This design comes from an exercise in tuning for small area and a short achievable clock period on the open sky130 flow, not from production work. Only simulation tests tie the RTL to the original design; equivalence was not proved.

==> inputs of 08-06 <==
// neuron_top
module neuron_top #(
    parameter int NEURON_INDEX = 1
) (
    input  logic        clk,
    input  logic        rst,
    input  logic        cfg_we,
    input  logic [5:0]  cfg_addr,
    input  logic [17:0] cfg_data,
    input  logic        axon_vld,
    input  logic [7:0]  axon_index,
    input  logic        nc_evaluate,
    input  logic        nc_reset,
    input  logic        nc_warmup,
    input  logic        out_granted,
    output logic        neur_output,
    output logic        out_pending,
    output logic [7:0]  out_bus,
    output logic [17:0] state_v,
    output logic [17:0] state_u
);
Settings: LEC_CHECK=0, CAP_MARGIN=20, CORE_MARGIN=2, CORE_UTILIZATION=40, CTS_CLUSTER_DIAMETER=100, CTS_CLUSTER_SIZE=30, SLEW_MARGIN=20, SYNTH_HIERARCHICAL=1, SYNTH_MINIMUM_KEEP_SIZE=0; clock period 24.0 ns.
standard.sh (not shown) runs the stock make flow with config.mk's settings and CLKGATE_MAP_FILE= SYNTH_SCRIPT=/design/flow/synth_recipe.tcl, a recipe that flattens the netlist after the stock synthesis.
==> flow/flow/run.sh <==
#!/bin/bash
# The standard layout, with timing repair aimed at a shorter period than the clock's
# (SETUP_SLACK_MARGIN) and drive-strength buffers on the ports.
set -euo pipefail
export SETUP_SLACK_MARGIN=14
export BUFFER_PORTS_ARGS="-buffer_cell sky130_fd_sc_hd__buf_2"
bash standard.sh > standard.log 2>&1
==> inputs of 05-17, as changes to 08-06 <==
--- a/flow/design.v
+++ b/flow/design.v
@@ -456,23 +456,22 @@
     input  logic b,
     output logic s,
     output logic co
 );
     assign s  = a ^ b;
     assign co = a & b;
 endmodule
 module izh_step (
-    input  logic        nc_evaluate,
     input  logic [17:0] v,
     input  logic [17:0] u,
     input  logic [19:0] q,
     input  logic [8:0]  syn_current,
     input  logic [8:0]  bias_current,
-    output logic        spiking,
+    output logic        spike_raw,
     output logic [20:0] v_raw,
     output logic [17:0] u_raw,
     output logic [24:0] sq
 );
     logic [22:0] tsum;
     logic [22:0] dsum;
     wire tt_s0, tt_c0;
     csa_fa tt_fa0 (.a(q[8]), .b(q[10]), .c(q[13]), .s(tt_s0), .co(tt_c0));
@@ -693,17 +692,17 @@
     wire dt_w8 = ~(tt_a[20] ^ tt_b[20]);
     wire dt_w9 = tt_a[20] | tt_b[20];
     wire dt_w10 = ~(tt_a[21] ^ tt_b[21]);
     wire dt_w11 = tt_a[21] | tt_b[21];
     wire dt_w12 = ~(tt_a[22] ^ tt_b[22]);
     wire [22:0] dt_a = {dt_w11, dt_w9, dt_w7, dt_w5, dt_w3, dt_c4, dt_c3, dt_c2, dt_c1, dt_w1, dt_w0, tt_a[11], tt_a[10], tt_a[9], tt_a[8], tt_a[7], tt_a[6], tt_a[5], tt_a[4], tt_a[3], tt_a[2], tt_a[1], tt_a[0]};
     wire [22:0] dt_b = {dt_w12, dt_w10, dt_w8, dt_w6, dt_w4, dt_w2, dt_s4, dt_s3, dt_s2, dt_s1, tt_b[12], tt_b[11], tt_b[10], tt_b[9], tt_b[8], tt_b[7], tt_b[6], tt_b[5], tt_b[4], tt_b[3], tt_b[2], tt_b[1], tt_b[0]};
     assign dsum = dt_a + dt_b;
-    assign spiking = nc_evaluate && !dsum[22];
+    assign spike_raw = !dsum[22];
     wire [9:0]  lo8  = v_raw[10:3] + v_raw[11:4] + v_raw[13:6] + {2'b0, ~u[7:0]} + 10'd1;
     wire [11:0] lo10 = v_raw[12:3] + v_raw[13:4] + v_raw[15:6] + {2'b0, ~u[9:0]} + 12'd1;
     wire ct_s0, ct_c0;
     csa_fa ct_fa0 (.a(u[0]), .b(~u[8]), .c(~u[10]), .s(ct_s0), .co(ct_c0));
     wire ct_s1, ct_c1;
     csa_fa ct_fa1 (.a(ct_s0), .b(v_raw[11]), .c(v_raw[12]), .s(ct_s1), .co(ct_c1));
     wire ct_s2, ct_c2;
     csa_fa ct_fa2 (.a(v_raw[14]), .b(v_raw[13]), .c(v_raw[14]), .s(ct_s2), .co(ct_c2));
@@ -971,35 +970,36 @@
     output logic        spiking,
     output logic [17:0] v,
     output logic [17:0] u
 );
     logic [19:0] q;
     logic [20:0] v_raw;
     logic [17:0] u_raw;
     logic [24:0] sq;
+    logic        spike_raw;
     izh_step izh_step_i (
-        .nc_evaluate  (nc_evaluate),
         .v            (v),
         .u            (u),
         .q            (q),
         .syn_current  (syn_current),
         .bias_current (bias_current),
-        .spiking      (spiking),
+        .spike_raw    (spike_raw),
         .v_raw        (v_raw),
         .u_raw        (u_raw),
         .sq           (sq)
     );
+    assign spiking = nc_evaluate && spike_raw;
     always_ff @(posedge clk) begin
         if (rst || nc_reset) begin
             v <= 18'h2e800;
             u <= 18'h3b000;
             q <= 20'h26480;
         end else if (nc_evaluate) begin
-            if (spiking) begin
+            if (spike_raw) begin
                 v <= 18'h2fc00;
                 u <= u + 18'd6144;
                 q <= 20'h21020;
             end else begin
                 v <= v_raw[17:0];
                 u <= u_raw;
                 q <= sq[24:5];
             end
CORE_UTILIZATION = 60   (was 40)
PLACE_DENSITY = 0.7   (was not set)
==> summary.txt <==
outcome: timing/DRC/antenna clean
number of buffers and inverters on the critical path: 2
number of antenna diodes: 3
area occupied by registers: 11400 µm²
number of buffers created by CTS: 21
Std-Cell Rows: 80
fraction of standard cell area in multi-input logic: 54.2%
routed via count: 17.8k
critical path's slowest cell: and3_4
Final #Nets: 2920
register-to-register setup slack: 14450 ps
# the run above: 05-17

==> summary.txt <==
outcome: timing/DRC/antenna clean
register-to-register setup slack: 14350 ps
area occupied by registers: 11400 µm²
fraction of standard cell area in multi-input logic: 52.6%
critical path's slowest cell: o21ai_4
routed via count: 17.3k
# the run above: 08-06



==> build 20: inputs <==
neuron_top, a different RTL version from the one above (not shown whole).
Design neuron_top, start of the top module:
module neuron_top #(
    parameter int NEURON_INDEX = 1
) (
    input  logic        clk,
    input  logic        rst,
    input  logic        cfg_we,
    input  logic [5:0]  cfg_addr,
    input  logic [17:0] cfg_data,
    input  logic        axon_vld,
    input  logic [7:0]  axon_index,
    input  logic        nc_evaluate,
    input  logic        nc_reset,
    input  logic        nc_warmup,
    input  logic        out_granted,
    output logic        neur_output,
    output logic        out_pending,
    output logic [7:0]  out_bus,
    output logic [17:0] state_v,
    output logic [17:0] state_u
);
export LEC_CHECK = 0
export CAP_MARGIN = 20
export CORE_MARGIN = 2
export CORE_UTILIZATION = 40
export SLEW_MARGIN = 20
create_clock -name core_clock -period 24.0 [get_ports {clk}]
==> flow/flow/run.sh <==
#!/bin/bash
# The standard layout, with timing repair aimed at a shorter period than the clock's
# (SETUP_SLACK_MARGIN) and drive-strength buffers on the ports.
set -euo pipefail
export SETUP_SLACK_MARGIN=12.5
export BUFFER_PORTS_ARGS="-buffer_cell sky130_fd_sc_hd__buf_2"
bash standard.sh > standard.log 2>&1
==> build 52: changes against build 20 <==
==> flow/flow/run.sh (replaced) <==
#!/bin/bash
# The standard layout, with timing repair aimed at a shorter period than the clock's
# (SETUP_SLACK_MARGIN) and drive-strength buffers on the ports.
set -euo pipefail
export SETUP_SLACK_MARGIN=14
export BUFFER_PORTS_ARGS="-buffer_cell sky130_fd_sc_hd__buf_2"
bash standard.sh > standard.log 2>&1
Settings changed: ABC_AREA set to 1.
==> trial 48: changes against build 20 <==
==> flow/flow/run.sh (replaced) <==
#!/bin/bash
# The standard layout, with timing repair aimed at a shorter period than the clock's
# (SETUP_SLACK_MARGIN) and drive-strength buffers on the ports.
set -euo pipefail
export SETUP_SLACK_MARGIN=14
export BUFFER_PORTS_ARGS="-buffer_cell sky130_fd_sc_hd__buf_2"
bash standard.sh > standard.log 2>&1
Settings changed: CTS_BUF_LIST set to sky130_fd_sc_hd__clkbuf_8 sky130_fd_sc_hd__clkbuf_16, CTS_CLUSTER_DIAMETER set to 60, CTS_CLUSTER_SIZE set to 30.
==> comparison <==
Register-to-register slack: build 20 < trial 48 < build 52. Between trial 48 and build 20, the lower first-iteration DRC count is in trial 48 (gap 0.84%, measured against build 20). Of trial 48 and build 52, trial 48 has the higher critical path depth (gap 1). In cell count, trial 48 and build 20 hardly differ. The lowest worst setup slack belongs to build 20, the highest to build 52. Global-route usage: trial 48 is lower than build 52 (0.83 points).
==> figures <==
Wire length reported by the detailed router: build 20 86600 µm; trial 48 86700 µm; build 52 90800 µm
Number of standard cells in the layout, taps in and fillers out: build 20 4607; trial 48 4613; build 52 5106
Clock Network Area Fraction: build 20 0.0486; trial 48 0.0390; build 52 0.0469
Total cell area at the placement stage: build 20 32700 µm²; trial 48 32700 µm²; build 52 33000 µm²
Post-synthesis sequential area ratio: build 20 0.266; trial 48 0.266; build 52 0.263
Site row count: build 20 102; trial 48 102; build 52 103
Proportion of synthesized area in mux cells: build 20 0.0364; trial 48 0.0364; build 52 0
Post-synthesis xor/xnor area fraction: build 20 0.104; trial 48 0.104; build 52 0.0710
Highest net fanout along the worst path: build 20 16; trial 48 2; build 52 11
Global-route wire length before repair: build 20 136000 µm; trial 48 136000 µm; build 52 142000 µm
Routed met2 length: build 20 42000 µm; trial 48 41400 µm; build 52 42300 µm
Outcome: build 20 finished clean; trial 48 finished clean; build 52 finished clean
Critical Path Stages: build 20 4; trial 48 5; build 52 4
Final period utilization: build 20 0.458; trial 48 0.418; build 52 0.416
Buffering stage count on the worst path with inverters included: build 20 3; trial 48 4; build 52 3
Count of cells resized by post-cts repair: build 20 0; trial 48 24; build 52 11
Average via count per standard cell: build 20 5.04; trial 48 5.07; build 52 4.93


==> try-sierra: inputs <==
Another version of the RTL of neuron_top (not shown whole).
## neuron_top
module neuron_top #(
    parameter int NEURON_INDEX = 1
) (
    input  logic        clk,
    input  logic        rst,
    input  logic        cfg_we,
    input  logic [5:0]  cfg_addr,
    input  logic [17:0] cfg_data,
    input  logic        axon_vld,
    input  logic [7:0]  axon_index,
    input  logic        nc_evaluate,
    input  logic        nc_reset,
    input  logic        nc_warmup,
    input  logic        out_granted,
    output logic        neur_output,
    output logic        out_pending,
    output logic [7:0]  out_bus,
    output logic [17:0] state_v,
    output logic [17:0] state_u
);
    logic [8:0] syn_current;
    logic [8:0] bias_current;
    synapse_decode synapse_decode_i (
        .clk          (clk),
        .rst          (rst),
        .nc_reset     (nc_reset),
        .cfg_we       (cfg_we),
        .cfg_addr     (cfg_addr),
        .cfg_data     (cfg_data),
        .axon_vld     (axon_vld),
        .axon_index   (axon_index),
        .syn_current  (syn_current),
        .bias_current (bias_current)
    );
    izh_execute izh_execute_i (
        .clk          (clk),
        .rst          (rst),
        .nc_reset     (nc_reset),
        .nc_evaluate  (nc_evaluate),
        .syn_current  (syn_current),
        .bias_current (bias_current),
        .spiking      (neur_output),
        .v            (state_v),
        .u            (state_u)
    );
    spike_result #(
        .NEURON_INDEX (NEURON_INDEX)
    ) spike_result_i (
        .clk          (clk),
        .rst          (rst),
        .nc_reset     (nc_reset),
        .nc_evaluate  (nc_evaluate),
        .nc_warmup    (nc_warmup),
        .out_granted  (out_granted),
        .spiking      (neur_output),
        .cfg_we       (cfg_we),
        .cfg_addr     (cfg_addr),
        .cfg_data     (cfg_data[5:0]),
        .out_pending  (out_pending),
        .out_bus      (out_bus)
    );
endmodule
clock: 24.0 ns
lec_check: 0
cap_margin: 20
core_margin: 2
core_utilization: 40
slew_margin: 20
synth_hierarchical: 1
synth_minimum_keep_size: 0
==> flow/flow/run.sh <==
#!/bin/bash
# The standard layout, with timing repair aimed at a shorter period than the clock's
# (SETUP_SLACK_MARGIN) and drive-strength buffers on the ports.
set -euo pipefail
export SETUP_SLACK_MARGIN=14
export BUFFER_PORTS_ARGS="-buffer_cell sky130_fd_sc_hd__buf_2"
bash standard.sh > standard.log 2>&1
==> try-quartz (differences from try-sierra) <==
--- a/flow/design.v
+++ b/flow/design.v
@@ -71,30 +71,28 @@
     logic [19:0] table_s;
     logic        axon_q_vld;
     logic [7:0]  axon_q_index;
     logic [19:0] row_match;
     logic [19:0] ms;
     logic [8:0]  syn_nxt;
+    logic [7:0]  wdata;
+    assign wdata = rst ? 8'd0 : cfg_data[7:0];
     always_ff @(posedge clk) begin
         if (rst) begin
             bias_current <= '0;
         end else if (cfg_we && cfg_addr == 6'd0) begin
             bias_current <= cfg_data[8:0];
         end
     end
     always_ff @(posedge clk) begin
         for (int r = 0; r < 20; r++) begin
-            if (rst) begin
-                table_i[r] <= '0;
-            end else if (cfg_we && cfg_addr == 6'(2 + 2 * r)) begin
-                table_i[r] <= cfg_data[7:0];
+            if (rst || (cfg_we && cfg_addr == 6'(2 + 2 * r))) begin
+                table_i[r] <= wdata;
             end
-            if (rst) begin
-                table_w[r] <= '0;
-            end else if (cfg_we && cfg_addr == 6'(3 + 2 * r)) begin
-                table_w[r] <= cfg_data[6:0];
+            if (rst || (cfg_we && cfg_addr == 6'(3 + 2 * r))) begin
+                table_w[r] <= wdata[6:0];
             end
         end
     end
     always_comb begin
         for (int r = 0; r < 20; r++) begin
             row_match[r] = axon_q_vld && (axon_q_index == table_i[r]);
@@ -460,19 +458,18 @@
     output logic co
 );
     assign s  = a ^ b;
     assign co = a & b;
 endmodule
 module izh_step (
-    input  logic        nc_evaluate,
     input  logic [17:0] v,
     input  logic [17:0] u,
     input  logic [19:0] q,
     input  logic [8:0]  syn_current,
     input  logic [8:0]  bias_current,
-    output logic        spiking,
+    output logic        spike_raw,
     output logic [20:0] v_raw,
     output logic [17:0] u_raw,
     output logic [24:0] sq
 );
     logic [22:0] tsum;
     logic [22:0] dsum;
@@ -697,13 +694,13 @@
     wire dt_w10 = ~(tt_a[21] ^ tt_b[21]);
     wire dt_w11 = tt_a[21] | tt_b[21];
     wire dt_w12 = ~(tt_a[22] ^ tt_b[22]);
     wire [22:0] dt_a = {dt_w11, dt_w9, dt_w7, dt_w5, dt_w3, dt_c4, dt_c3, dt_c2, dt_c1, dt_w1, dt_w0, tt_a[11], tt_a[10], tt_a[9], tt_a[8], tt_a[7], tt_a[6], tt_a[5], tt_a[4], tt_a[3], tt_a[2], tt_a[1], tt_a[0]};
     wire [22:0] dt_b = {dt_w12, dt_w10, dt_w8, dt_w6, dt_w4, dt_w2, dt_s4, dt_s3, dt_s2, dt_s1, tt_b[12], tt_b[11], tt_b[10], tt_b[9], tt_b[8], tt_b[7], tt_b[6], tt_b[5], tt_b[4], tt_b[3], tt_b[2], tt_b[1], tt_b[0]};
     assign dsum = dt_a + dt_b;
-    assign spiking = nc_evaluate && !dsum[22];
+    assign spike_raw = !dsum[22];
     wire [9:0]  lo8  = v_raw[10:3] + v_raw[11:4] + v_raw[13:6] + {2'b0, ~u[7:0]} + 10'd1;
     wire [11:0] lo10 = v_raw[12:3] + v_raw[13:4] + v_raw[15:6] + {2'b0, ~u[9:0]} + 12'd1;
     wire ct_s0, ct_c0;
     csa_fa ct_fa0 (.a(u[0]), .b(~u[8]), .c(~u[10]), .s(ct_s0), .co(ct_c0));
     wire ct_s1, ct_c1;
     csa_fa ct_fa1 (.a(ct_s0), .b(v_raw[11]), .c(v_raw[12]), .s(ct_s1), .co(ct_c1));
@@ -967,39 +964,38 @@
     input  logic        clk,
     input  logic        rst,
     input  logic        nc_reset,
     input  logic        nc_evaluate,
     input  logic [8:0]  syn_current,
     input  logic [8:0]  bias_current,
-    output logic        spiking,
+    output logic        spike_raw,
     output logic [17:0] v,
     output logic [17:0] u
 );
     logic [19:0] q;
     logic [20:0] v_raw;
     logic [17:0] u_raw;
     logic [24:0] sq;
     izh_step izh_step_i (
-        .nc_evaluate  (nc_evaluate),
         .v            (v),
         .u            (u),
         .q            (q),
         .syn_current  (syn_current),
         .bias_current (bias_current),
-        .spiking      (spiking),
+        .spike_raw    (spike_raw),
         .v_raw        (v_raw),
         .u_raw        (u_raw),
         .sq           (sq)
     );
     always_ff @(posedge clk) begin
         if (rst || nc_reset) begin
             v <= 18'h2e800;
             u <= 18'h3b000;
             q <= 20'h26480;
         end else if (nc_evaluate) begin
-            if (spiking) begin
+            if (spike_raw) begin
                 v <= 18'h2fc00;
                 u <= u + 18'd6144;
                 q <= 20'h21020;
             end else begin
                 v <= v_raw[17:0];
                 u <= u_raw;
@@ -1015,13 +1011,13 @@
     input  logic       clk,
     input  logic       rst,
     input  logic       nc_reset,
     input  logic       nc_evaluate,
     input  logic       nc_warmup,
     input  logic       out_granted,
-    input  logic       spiking,
+    input  logic       spike_raw,
     input  logic       cfg_we,
     input  logic [5:0] cfg_addr,
     input  logic [5:0] cfg_data,
     output logic       out_pending,
     output logic [7:0] out_bus
 );
@@ -1029,19 +1025,24 @@
     logic [5:0] step_cntr;
     logic [5:0] step_cntr_nxt;
     logic       out_level;
     logic       out_level_nxt;
     logic       pend;
     logic       upd_en;
+    logic       spiking;
+    logic       out_level_d;
+    logic       pend_d;
+    logic       pending_q;
     always_ff @(posedge clk) begin
         if (rst) begin
             step_len <= 6'd40;
         end else if (cfg_we && cfg_addr == 6'd1) begin
             step_len <= cfg_data;
         end
     end
+    assign spiking = nc_evaluate && spike_raw;
     assign upd_en = (nc_evaluate && !nc_warmup) || out_granted;
     always_comb begin
         if ((spiking && step_cntr == '0)
             || (!spiking && step_cntr == 6'd1)) begin
             out_level_nxt = 1'b1;
         end else if (out_granted) begin
@@ -1053,30 +1054,40 @@
         if (spiking) begin
             step_cntr_nxt = step_len;
         end else if (step_cntr != '0) begin
             step_cntr_nxt = step_cntr - 6'd1;
         end
     end
-    always_ff @(posedge clk) begin
+    always_comb begin
         if (rst || nc_reset) begin
-            out_level <= 1'b0;
-            step_cntr <= '0;
+            out_level_d = 1'b0;
         end else if (upd_en) begin
-            out_level <= out_level_nxt;
-            step_cntr <= step_cntr_nxt;
+            out_level_d = out_level_nxt;
+        end else begin
+            out_level_d = out_level;
         end
-    end
-    always_ff @(posedge clk) begin
         if (rst || out_granted) begin
-            pend <= 1'b0;
+            pend_d = 1'b0;
         end else if (nc_evaluate) begin
-            pend <= 1'b1;
+            pend_d = 1'b1;
+        end else begin
+            pend_d = pend;
+        end
+    end
+    always_ff @(posedge clk) begin
+        if (rst || nc_reset) begin
+            step_cntr <= '0;
+        end else if (upd_en) begin
+            step_cntr <= step_cntr_nxt;
         end
+        out_level <= out_level_d;
+        pend      <= pend_d;
+        pending_q <= out_level_d && pend_d;
     end
-    assign out_pending = out_level && pend;
-    assign out_bus = (out_pending && out_granted) ? 8'(NEURON_INDEX) : '0;
+    assign out_pending = pending_q;
+    assign out_bus = (pending_q && out_granted) ? 8'(NEURON_INDEX) : '0;
 endmodule
 `timescale 1ns/10ps
 module neuron_top #(
     parameter int NEURON_INDEX = 1
 ) (
     input  logic        clk,
@@ -1095,12 +1106,13 @@
     output logic [7:0]  out_bus,
     output logic [17:0] state_v,
     output logic [17:0] state_u
 );
     logic [8:0] syn_current;
     logic [8:0] bias_current;
+    logic       spike_raw;
     synapse_decode synapse_decode_i (
         .clk          (clk),
         .rst          (rst),
         .nc_reset     (nc_reset),
         .cfg_we       (cfg_we),
         .cfg_addr     (cfg_addr),
@@ -1114,26 +1126,27 @@
         .clk          (clk),
         .rst          (rst),
         .nc_reset     (nc_reset),
         .nc_evaluate  (nc_evaluate),
         .syn_current  (syn_current),
         .bias_current (bias_current),
-        .spiking      (neur_output),
+        .spike_raw    (spike_raw),
         .v            (state_v),
         .u            (state_u)
     );
+    assign neur_output = nc_evaluate && spike_raw;
     spike_result #(
         .NEURON_INDEX (NEURON_INDEX)
     ) spike_result_i (
         .clk          (clk),
         .rst          (rst),
         .nc_reset     (nc_reset),
         .nc_evaluate  (nc_evaluate),
         .nc_warmup    (nc_warmup),
         .out_granted  (out_granted),
-        .spiking      (neur_output),
+        .spike_raw    (spike_raw),
         .cfg_we       (cfg_we),
         .cfg_addr     (cfg_addr),
         .cfg_data     (cfg_data[5:0]),
         .out_pending  (out_pending),
         .out_bus      (out_bus)
     );
==> flow/config.mk (replaced) <==
export PLATFORM = sky130hd
export DESIGN_NAME = neuron_top
export DESIGN_NICKNAME = neuron_top
export VERILOG_FILES = /design/flow/design.v
export SDC_FILE = /design/flow/constraint.sdc
export NUM_CORES = 4
export LEC_CHECK = 0
export CAP_MARGIN = 20
export CORE_MARGIN = 2
export CORE_UTILIZATION = 60
export CTS_CLUSTER_DIAMETER = 100
export CTS_CLUSTER_SIZE = 30
export PLACE_DENSITY = 0.7
export SLEW_MARGIN = 20
export SYNTH_HIERARCHICAL = 1
export SYNTH_MINIMUM_KEEP_SIZE = 0
==> try-ember (differences from try-sierra) <==
--- a/flow/design.v
+++ b/flow/design.v
@@ -71,30 +71,28 @@
     logic [19:0] table_s;
     logic        axon_q_vld;
     logic [7:0]  axon_q_index;
     logic [19:0] row_match;
     logic [19:0] ms;
     logic [8:0]  syn_nxt;
+    logic [7:0]  wdata;
+    assign wdata = rst ? 8'd0 : cfg_data[7:0];
     always_ff @(posedge clk) begin
         if (rst) begin
             bias_current <= '0;
         end else if (cfg_we && cfg_addr == 6'd0) begin
             bias_current <= cfg_data[8:0];
         end
     end
     always_ff @(posedge clk) begin
         for (int r = 0; r < 20; r++) begin
-            if (rst) begin
-                table_i[r] <= '0;
-            end else if (cfg_we && cfg_addr == 6'(2 + 2 * r)) begin
-                table_i[r] <= cfg_data[7:0];
+            if (rst || (cfg_we && cfg_addr == 6'(2 + 2 * r))) begin
+                table_i[r] <= wdata;
             end
-            if (rst) begin
-                table_w[r] <= '0;
-            end else if (cfg_we && cfg_addr == 6'(3 + 2 * r)) begin
-                table_w[r] <= cfg_data[6:0];
+            if (rst || (cfg_we && cfg_addr == 6'(3 + 2 * r))) begin
+                table_w[r] <= wdata[6:0];
             end
         end
     end
     always_comb begin
         for (int r = 0; r < 20; r++) begin
             row_match[r] = axon_q_vld && (axon_q_index == table_i[r]);
@@ -460,19 +458,18 @@
     output logic co
 );
     assign s  = a ^ b;
     assign co = a & b;
 endmodule
 module izh_step (
-    input  logic        nc_evaluate,
     input  logic [17:0] v,
     input  logic [17:0] u,
     input  logic [19:0] q,
     input  logic [8:0]  syn_current,
     input  logic [8:0]  bias_current,
-    output logic        spiking,
+    output logic        spike_raw,
     output logic [20:0] v_raw,
     output logic [17:0] u_raw,
     output logic [24:0] sq
 );
     logic [22:0] tsum;
     logic [22:0] dsum;
@@ -697,13 +694,13 @@
     wire dt_w10 = ~(tt_a[21] ^ tt_b[21]);
     wire dt_w11 = tt_a[21] | tt_b[21];
     wire dt_w12 = ~(tt_a[22] ^ tt_b[22]);
     wire [22:0] dt_a = {dt_w11, dt_w9, dt_w7, dt_w5, dt_w3, dt_c4, dt_c3, dt_c2, dt_c1, dt_w1, dt_w0, tt_a[11], tt_a[10], tt_a[9], tt_a[8], tt_a[7], tt_a[6], tt_a[5], tt_a[4], tt_a[3], tt_a[2], tt_a[1], tt_a[0]};
     wire [22:0] dt_b = {dt_w12, dt_w10, dt_w8, dt_w6, dt_w4, dt_w2, dt_s4, dt_s3, dt_s2, dt_s1, tt_b[12], tt_b[11], tt_b[10], tt_b[9], tt_b[8], tt_b[7], tt_b[6], tt_b[5], tt_b[4], tt_b[3], tt_b[2], tt_b[1], tt_b[0]};
     assign dsum = dt_a + dt_b;
-    assign spiking = nc_evaluate && !dsum[22];
+    assign spike_raw = !dsum[22];
     wire [9:0]  lo8  = v_raw[10:3] + v_raw[11:4] + v_raw[13:6] + {2'b0, ~u[7:0]} + 10'd1;
     wire [11:0] lo10 = v_raw[12:3] + v_raw[13:4] + v_raw[15:6] + {2'b0, ~u[9:0]} + 12'd1;
     wire ct_s0, ct_c0;
     csa_fa ct_fa0 (.a(u[0]), .b(~u[8]), .c(~u[10]), .s(ct_s0), .co(ct_c0));
     wire ct_s1, ct_c1;
     csa_fa ct_fa1 (.a(ct_s0), .b(v_raw[11]), .c(v_raw[12]), .s(ct_s1), .co(ct_c1));
@@ -975,31 +972,32 @@
     output logic [17:0] u
 );
     logic [19:0] q;
     logic [20:0] v_raw;
     logic [17:0] u_raw;
     logic [24:0] sq;
+    logic        spike_raw;
     izh_step izh_step_i (
-        .nc_evaluate  (nc_evaluate),
         .v            (v),
         .u            (u),
         .q            (q),
         .syn_current  (syn_current),
         .bias_current (bias_current),
-        .spiking      (spiking),
+        .spike_raw    (spike_raw),
         .v_raw        (v_raw),
         .u_raw        (u_raw),
         .sq           (sq)
     );
+    assign spiking = nc_evaluate && spike_raw;
     always_ff @(posedge clk) begin
         if (rst || nc_reset) begin
             v <= 18'h2e800;
             u <= 18'h3b000;
             q <= 20'h26480;
         end else if (nc_evaluate) begin
-            if (spiking) begin
+            if (spike_raw) begin
                 v <= 18'h2fc00;
                 u <= u + 18'd6144;
                 q <= 20'h21020;
             end else begin
                 v <= v_raw[17:0];
                 u <= u_raw;
==> flow/config.mk (replaced) <==
export PLATFORM = sky130hd
export DESIGN_NAME = neuron_top
export DESIGN_NICKNAME = neuron_top
export VERILOG_FILES = /design/flow/design.v
export SDC_FILE = /design/flow/constraint.sdc
export NUM_CORES = 4
export LEC_CHECK = 0
export CAP_MARGIN = 0
export CORE_MARGIN = 2
export CORE_UTILIZATION = 40
export CTS_CLUSTER_DIAMETER = 100
export CTS_CLUSTER_SIZE = 30
export SLEW_MARGIN = 0
export SYNTH_HIERARCHICAL = 1
export SYNTH_MINIMUM_KEEP_SIZE = 0
==> try-willow (differences from try-sierra) <==
--- a/flow/design.v
+++ b/flow/design.v
@@ -71,30 +71,28 @@
     logic [19:0] table_s;
     logic        axon_q_vld;
     logic [7:0]  axon_q_index;
     logic [19:0] row_match;
     logic [19:0] ms;
     logic [8:0]  syn_nxt;
+    logic [7:0]  wdata;
+    assign wdata = rst ? 8'd0 : cfg_data[7:0];
     always_ff @(posedge clk) begin
         if (rst) begin
             bias_current <= '0;
         end else if (cfg_we && cfg_addr == 6'd0) begin
             bias_current <= cfg_data[8:0];
         end
     end
     always_ff @(posedge clk) begin
         for (int r = 0; r < 20; r++) begin
-            if (rst) begin
-                table_i[r] <= '0;
-            end else if (cfg_we && cfg_addr == 6'(2 + 2 * r)) begin
-                table_i[r] <= cfg_data[7:0];
+            if (rst || (cfg_we && cfg_addr == 6'(2 + 2 * r))) begin
+                table_i[r] <= wdata;
             end
-            if (rst) begin
-                table_w[r] <= '0;
-            end else if (cfg_we && cfg_addr == 6'(3 + 2 * r)) begin
-                table_w[r] <= cfg_data[6:0];
+            if (rst || (cfg_we && cfg_addr == 6'(3 + 2 * r))) begin
+                table_w[r] <= wdata[6:0];
             end
         end
     end
     always_comb begin
         for (int r = 0; r < 20; r++) begin
             row_match[r] = axon_q_vld && (axon_q_index == table_i[r]);
==> results.txt <==
status timing/DRC/antenna clean; final non-filler cell total 4259; Die Y-Extent 281 microns; fin crit share 42.2%; Post-Synthesis Cell Area 30700 sq um; Final WS setup 13870 ps; r2r endpoint izh_execute_i.u[15]; Clock Skew 24.5 ps; dpl hpwl 56400 microns; most common cell after layout, fill and taps aside dfxtp_1; initial antenna violation count 1; Seq/total area 24.8%
(the above is from try-sierra)
==> results.txt <==
Seq/total area 36.4%; final non-filler cell total 3046; most common cell after layout, fill and taps aside fa_1; Post-Synthesis Cell Area 29200 sq um; Final WS setup 14020 ps; clk sink count 418; n_diodes 1; status timing/DRC/antenna clean; Die Y-Extent 225 microns; dpl hpwl 51300 microns; r2r endpoint izh_execute_i.q[19]; Ports 86; GRT busiest layer met2
(the above is from try-quartz)
==> results.txt <==
status timing/DRC/antenna clean; most common cell after layout, fill and taps aside fa_1; initial antenna violation count 0; routed wire length 72100 microns; fin crit share 41.6%; clk sink count 417; top cell category multi-input gates; Post-Synthesis Cell Area 29200 sq um; final non-filler cell total 3374; Seq/total area 35.9%; CTS Buf Count 23; worst-path cell with the longest stage delay and2_4; Final WS setup 14000 ps; Die Y-Extent 274 microns; Clock Skew 48.6 ps; slowest stage delay, CP 150 ps; dpl hpwl 52900 microns; Hold Path Sink synapse_decode_i.bias_current[8]; RSZ-0062 raised after global routing yes
(the above is from try-ember)
==> results.txt <==
Seq/total area 35.2%; starting density of the core 40.5%; status timing/DRC/antenna clean; fin crit share 42.2%; dpl hpwl 51400 microns; Die Y-Extent 273 microns; final non-filler cell total 3387; placed insts 3267; Ys Warns 11; Setup WS pre-CTS 13020 ps; antenna viol nets, final 0; Post-Synthesis Cell Area 28900 sq um; Final WS setup 13860 ps; initial antenna violation count 0; r2r endpoint izh_execute_i.u[15]
(the above is from try-willow)

## separate check: timing with driven ports
Ports are ideal in the flow. The routed layouts listed here were re-timed in OpenROAD. Step 1 assumes that a clkbuf_16 drives the clock port and a buf_2 every other input. Step 2 times the ports against the registers' clock, not the clock port: input delays grow and output delays shrink by t, the midpoint of the rising clock arrivals with the driver on. a / b / c = ideal / step 1 / step 2; a / b = the first two.
run	t (ns)	setup WS [ns]	worst setup path after step 2	worst data-port slew with drivers (ns)
08-06	0.655	13.865 / 13.741 / 13.741	input to output	0.12
05-17	0.625	14.011 / 13.920 / 13.920	input to output	0.15
build 20	0.665	12.997 / 12.969 / 12.969	input to output	0.05
build 52	0.668	14.014 / 13.949 / 13.949	input to output	0.09
trial 48	0.649	13.974 / 13.928 / 13.928	input to output	0.06
try-sierra	0.663	13.868 / 13.782 / 13.782	input to output	0.13
try-quartz	0.630	14.019 / 13.959 / 13.959	input to output	0.11
try-ember	0.664	14.004 / 13.893 / 13.893	input to output	0.12
try-willow	0.643	13.865 / 13.752 / 13.752	input to output	0.11
After both steps setup and hold are still met in every run listed. For 08-06, which loses most, drivers alone change the setup slack by -0.124 ns; drivers and shift together by -0.124 ns.
